From an optimization exercise on the open Yosys and OpenROAD flow, aimed at small area and a short achievable clock period; shortcuts taken in it are not production practice.
Where RTL was checked, it was by simulation tests only, not by an equivalence proof against the original.

==> flow/design.v <==
package alu_pkg;
  localparam int ALU_DATA_WIDTH = 32;
  localparam logic [7:0] OP_ALU_ADD = 8'h00;
  localparam logic [7:0] OP_ALU_SUB = 8'h01;
  localparam logic [7:0] OP_ALU_AND = 8'h02;
  localparam logic [7:0] OP_ALU_OR  = 8'h03;
  localparam logic [7:0] OP_ALU_XOR = 8'h04;
  localparam logic [7:0] OP_ALU_INV = 8'h05;
  localparam logic [7:0] OP_ALU_SLT = 8'h06;
  localparam logic [7:0] OP_ALU_SLL = 8'h07;
  localparam logic [7:0] OP_ALU_SRL = 8'h08;
  localparam logic [7:0] OP_ALU_SRA = 8'h09;
  localparam logic [7:0] OP_ALU_MUL = 8'h0A;
  localparam logic [7:0] OP_ALU_DIV = 8'h0B;
  localparam logic [7:0] OP_ALU_MOD = 8'h0C;
endpackage
module alu_prefix_add #(
  parameter int W  = 8,
  parameter int PT = 0    
) (
  input  logic [W-1:0] x,
  input  logic [W-1:0] y,
  input  logic         cin,
  output logic [W-1:0] s,
  output logic         cout
);
  localparam int L = (W > 1) ? $clog2(W) : 1;
  logic [W-1:0] p0, g0, gg, pp;
  always_comb begin
    p0 = x ^ y;
    g0 = x & y;
    gg = g0;
    pp = p0;
    gg[0] = g0[0] | (p0[0] & cin);
    if (PT == 0) begin
      for (int l = 0; l < L; l++) begin
        for (int i = W - 1; i >= 0; i--) begin
          if ((i >> l) & 1) begin
            gg[i] = gg[i] | (pp[i] & gg[((i >> l) << l) - 1]);
            pp[i] = pp[i] & pp[((i >> l) << l) - 1];
          end
        end
      end
    end else if (PT == 1) begin
      for (int l = 0; l < L; l++) begin
        for (int i = (1 << (l + 1)) - 1; i < W; i += (1 << (l + 1))) begin
          gg[i] = gg[i] | (pp[i] & gg[i - (1 << l)]);
          pp[i] = pp[i] & pp[i - (1 << l)];
        end
      end
      for (int l = L - 2; l >= 0; l--) begin
        for (int i = 3 * (1 << l) - 1; i < W; i += (1 << (l + 1))) begin
          gg[i] = gg[i] | (pp[i] & gg[i - (1 << l)]);
          pp[i] = pp[i] & pp[i - (1 << l)];
        end
      end
    end else begin
      for (int i = 1; i < W; i++) gg[i] = gg[i] | (pp[i] & gg[i-1]);
    end
    s[0] = p0[0] ^ cin;
    for (int i = 1; i < W; i++) s[i] = p0[i] ^ gg[i-1];
    cout = gg[W-1];
  end
endmodule
module alu_divider #(
  parameter int PT = 0
) (
  input  logic        i_div,     
  input  logic        i_cin,     
  input  logic [31:0] i_y,       
  input  logic [31:0] i_lsb,     
  input  logic [31:0] i_msel,    
  input  logic [31:0] i_hb,      
  output logic [31:0] o_sel,     
  output logic [31:0] o_f        
);
  logic [31:0] rout [0:31];
  for (genvar j = 31; j >= 0; j--) begin : g_row
    localparam int W = 32 - j;
    logic [W-1:0] x, s;
    logic         co;
    if (j == 31) begin : g_top
      assign x = i_lsb[j];
    end else begin : g_mid
      assign x = {rout[j+1][W-2:0], i_lsb[j]};
    end
    alu_prefix_add #(.W(W), .PT(PT)) u_add (.x(x), .y(i_y[W-1:0]), .cin(i_cin), .s(s), .cout(co));
    assign o_sel[j] = i_div ? (co & ~i_hb[j]) : i_msel[j];
    if (W < 32) begin : g_pad
      assign rout[j] = {{(32-W){1'b0}}, (o_sel[j] ? s : x)};
    end else begin : g_full
      assign rout[j] = o_sel[j] ? s : x;
    end
  end
  assign o_f = rout[0];
endmodule
module alu_core
#(
  parameter int DATA_WIDTH = alu_pkg::ALU_DATA_WIDTH
) (
  input  logic                  clk,
  input  logic                  rst_n,
  input  logic [7:0]            i_alu_op,
  input  logic [DATA_WIDTH-1:0] i_a,
  input  logic [DATA_WIDTH-1:0] i_b,
  output logic [DATA_WIDTH-1:0] o_c,
  output logic                  o_zero,
  output logic                  o_div0,
  output logic [DATA_WIDTH-1:0] o_c_q,
  output logic                  o_zero_q
);
  function automatic logic [31:0] cneg(input logic [31:0] x, input logic inv, input logic inc);
    logic [31:0] r;
    logic        any;
    any = 1'b0;
    for (int k = 0; k < 32; k++) begin
      r[k] = x[k] ^ (inv & ~(inc & ~any));
      any  = any | x[k];
    end
    cneg = r;
  endfunction
  logic [3:0]  op;
  logic [31:0] a, b;
  assign op = i_alu_op[3:0];
  assign a  = i_a;
  assign b  = i_b;
  logic valid;
  logic is_add, is_sub, is_and, is_or, is_xor, is_inv, is_slt;
  logic is_sll, is_srl, is_sra, is_mul, is_div, is_rem;
  assign valid  = (i_alu_op[7:4] == 4'd0);
  assign is_add = valid & (op == 4'h0);
  assign is_sub = valid & (op == 4'h1);
  assign is_and = valid & (op == 4'h2);
  assign is_or  = valid & (op == 4'h3);
  assign is_xor = valid & (op == 4'h4);
  assign is_inv = valid & (op == 4'h5);
  assign is_slt = valid & (op == 4'h6);
  assign is_sll = valid & (op == 4'h7);
  assign is_srl = valid & (op == 4'h8);
  assign is_sra = valid & (op == 4'h9);
  assign is_mul = valid & (op == 4'hA);
  assign is_div = valid & (op == 4'hB);
  assign is_rem = valid & (op == 4'hC);
  logic        dm, divrem, addsub, subm, mulm, sgn, b_zero;
  logic [4:0]  sh;
  logic [31:0] onehot, abs_b, bd, dvd, y, lsb, msel, hb;
  assign dm     = op[3] & (op[2] | op[0] | ~op[1]);
  assign divrem = op[3] & (op[2] | (op[1] & op[0]));
  assign addsub = ~op[3] & ~(op[1] & op[0]);
  assign subm   = ~op[3] & (op[1] ^ op[0]);
  assign mulm   = op[3];
  assign sgn    = op[3] & (op[2] | op[0]);
  assign b_zero = (b == 32'd0);
  assign sh     = addsub ? 5'd0 : b[4:0];
  always_comb begin
    for (int k = 0; k < 32; k++) onehot[k] = (sh == k[4:0]);
  end
  assign abs_b = cneg(b, b[31], b[31]);
  assign bd    = divrem ? abs_b : onehot;
  assign dvd   = cneg(a, a[31] & sgn, a[31] & divrem);
  assign y     = dm ? ~bd : (addsub ? (b ^ {32{subm}}) : a);
  assign lsb   = (dm | addsub) ? dvd : 32'd0;
  assign msel  = mulm ? b : onehot;
  always_comb begin
    hb[0] = 1'b0;
    for (int j = 1; j < 32; j++) hb[j] = |(bd >> (32 - j));
  end
  logic [31:0] qsel, f;
  alu_divider u_divider (
    .i_div (dm),
    .i_cin (dm | subm),
    .i_y   (y),
    .i_lsb (lsb),
    .i_msel(msel),
    .i_hb  (hb),
    .o_sel (qsel),
    .o_f   (f)
  );
  logic        negq, n_inv, n_inc;
  logic [31:0] n_x, arr_res;
  assign negq    = (a[31] ^ b[31]) & ~b_zero;
  assign n_x     = (is_div | is_srl | is_sra) ? qsel : f;
  assign n_inc   = (is_div & negq) | (is_rem & a[31]);
  assign n_inv   = n_inc | (is_sra & a[31]);
  assign arr_res = cneg(n_x, n_inv, n_inc);
  logic slt;
  assign slt = (a[31] ^ b[31]) ? a[31] : f[31];
  logic [3:0]  tt;
  logic [31:0] lg;
  assign tt = {is_and | is_or, is_or | is_xor, is_or | is_xor | is_inv, is_inv};
  always_comb begin
    for (int k = 0; k < 32; k++) lg[k] = tt[{a[k], b[k]}];
  end
  logic [31:0] c_d;
  logic        zero_d;
  always_comb begin
    c_d = lg
        | {31'd0, is_slt & slt}
        | ({32{is_add | is_sub | is_sll | is_srl | is_sra | is_mul | is_div | is_rem}} & arr_res);
    zero_d = (c_d == 32'd0);
  end
  assign o_c    = c_d;
  assign o_zero = zero_d;
  assign o_div0 = (is_div | is_rem) & b_zero;
  always_ff @(posedge clk or negedge rst_n) begin
    if (!rst_n) begin
      o_c_q    <= {DATA_WIDTH{1'b0}};
      o_zero_q <= 1'b0;
    end else begin
      o_c_q    <= c_d;
      o_zero_q <= zero_d;
    end
  end
endmodule
Settings: LEC_CHECK=0, ABC_AREA=1, CAP_MARGIN=20, CORE_MARGIN=2, CORE_UTILIZATION=40, SLEW_MARGIN=20; clock period 200.0 ns.
standard.sh (not shown) runs the stock make flow with config.mk's settings and CLKGATE_MAP_FILE= SYNTH_SCRIPT=/design/flow/synth_recipe.tcl, a recipe that flattens the netlist after the stock synthesis.
==> flow/flow/run.sh <==
#!/bin/bash
set -o pipefail
bash standard.sh SETUP_SLACK_MARGIN=50 SKIP_GATE_CLONING=1 SKIP_PIN_SWAP=1 cts > standard_flow_to_cts.log 2>&1
bash standard.sh finish > standard_flow_finish.log 2>&1
Next try:
--- a/flow/design.v
+++ b/flow/design.v
@@ -141,9 +141,9 @@
   assign is_mul = valid & (op == 4'hA);
   assign is_div = valid & (op == 4'hB);
   assign is_rem = valid & (op == 4'hC);
-  logic        dm, divrem, addsub, subm, mulm, sgn, b_zero;
+  logic        dm, divrem, addsub, subm, mulm, sgn, b_zero, negb;
   logic [4:0]  sh;
-  logic [31:0] onehot, abs_b, bd, dvd, y, lsb, msel, hb;
+  logic [31:0] onehot, nb, dvd, y, lsb, msel, hb;
   assign dm     = op[3] & (op[2] | op[0] | ~op[1]);
   assign divrem = op[3] & (op[2] | (op[1] & op[0]));
   assign addsub = ~op[3] & ~(op[1] & op[0]);
@@ -155,20 +155,20 @@
   always_comb begin
     for (int k = 0; k < 32; k++) onehot[k] = (sh == k[4:0]);
   end
-  assign abs_b = cneg(b, b[31], b[31]);
-  assign bd    = divrem ? abs_b : onehot;
+  assign negb  = divrem ? ~b[31] : subm;
+  assign nb    = cneg(b, negb, negb);
   assign dvd   = cneg(a, a[31] & sgn, a[31] & divrem);
-  assign y     = dm ? ~bd : (addsub ? (b ^ {32{subm}}) : a);
+  assign y     = dm ? (divrem ? nb : (32'hFFFF_FFFF << sh)) : (addsub ? nb : a);
   assign lsb   = (dm | addsub) ? dvd : 32'd0;
   assign msel  = mulm ? b : onehot;
   always_comb begin
     hb[0] = 1'b0;
-    for (int j = 1; j < 32; j++) hb[j] = |(bd >> (32 - j));
+    for (int j = 1; j < 32; j++) hb[j] = ~((&(y | ~(32'hFFFF_FFFF << (32 - j)))) & (|(y << j)));
   end
   logic [31:0] qsel, f;
   alu_divider u_divider (
     .i_div (dm),
-    .i_cin (dm | subm),
+    .i_cin (1'b0),
     .i_y   (y),
     .i_lsb (lsb),
     .i_msel(msel),
@@ -181,7 +181,7 @@
   assign negq    = (a[31] ^ b[31]) & ~b_zero;
   assign n_x     = (is_div | is_srl | is_sra) ? qsel : f;
   assign n_inc   = (is_div & negq) | (is_rem & a[31]);
-  assign n_inv   = n_inc | (is_sra & a[31]);
+  assign n_inv   = n_inc | (is_sra & a[31]) | (is_div & b_zero);
   assign arr_res = cneg(n_x, n_inv, n_inc);
   logic slt;
   assign slt = (a[31] ^ b[31]) ? a[31] : f[31];
@@ -191,13 +191,16 @@
   always_comb begin
     for (int k = 0; k < 32; k++) lg[k] = tt[{a[k], b[k]}];
   end
+  logic        arr_op, arr_zero;
   logic [31:0] c_d;
   logic        zero_d;
+  assign arr_op   = is_add | is_sub | is_sll | is_srl | is_sra | is_mul | is_div | is_rem;
+  assign arr_zero = (n_inv & ~n_inc) ? (&n_x) : ~(|n_x);
   always_comb begin
     c_d = lg
         | {31'd0, is_slt & slt}
-        | ({32{is_add | is_sub | is_sll | is_srl | is_sra | is_mul | is_div | is_rem}} & arr_res);
-    zero_d = (c_d == 32'd0);
+        | ({32{arr_op}} & arr_res);
+    zero_d = arr_op ? arr_zero : ((lg | {31'd0, is_slt & slt}) == 32'd0);
   end
   assign o_c    = c_d;
   assign o_zero = zero_d;
Outcome: The new run completed with no timing, DRC or antenna violations; synthesized area decreases by about 3.4%; global-route usage increases by 3.9 points; die area decreases by about 3.3%; critical path depth increases by 27; count of clock-buffer cells in the layout increases by 1; routed wire length increases by 7.6%; via count increases by 2.9%; hold slack gets better by 0.31 ns; fmax decreases by about 0.54%; first-iteration DRC count increases by 16%; utilization increases by 3.7 points.
The RTL of the second run of this note was laid out without a check of its function.

port drivers added, routing unchanged:
The flow's constraints put no driver on any port. The routed layouts listed below were extracted and timed again, unchanged, in two steps.
Step 1: set_driving_cell puts a clkbuf_16 on clk and a buf_2 on each other input, an assumption about the parent block.
Step 2 moves the port delays by t, midway between the first and last clock arrival at a register: inputs arrive t later, outputs are due t later. That takes back most of the time a late clock gives input paths.
Slacks: ideal / step 1 / step 2; pairs: ideal / step 1.
run | shift t [ns] | setup WS [ns] | clock arrival spread, ns | worst register clock-pin slew, ns
the first run | 0.322 | 48.946 / 48.913 / 48.913 | 0.009 / 0.009 | 0.06 / 0.06
the second run | 0.311 | 48.121 / 48.067 / 48.067 | 0.006 / 0.007 | 0.05 / 0.05
After both steps every run listed still meets setup and hold. For the second run, which loses most, drivers alone change the setup slack by -0.054 ns; drivers and shift together by -0.054 ns.
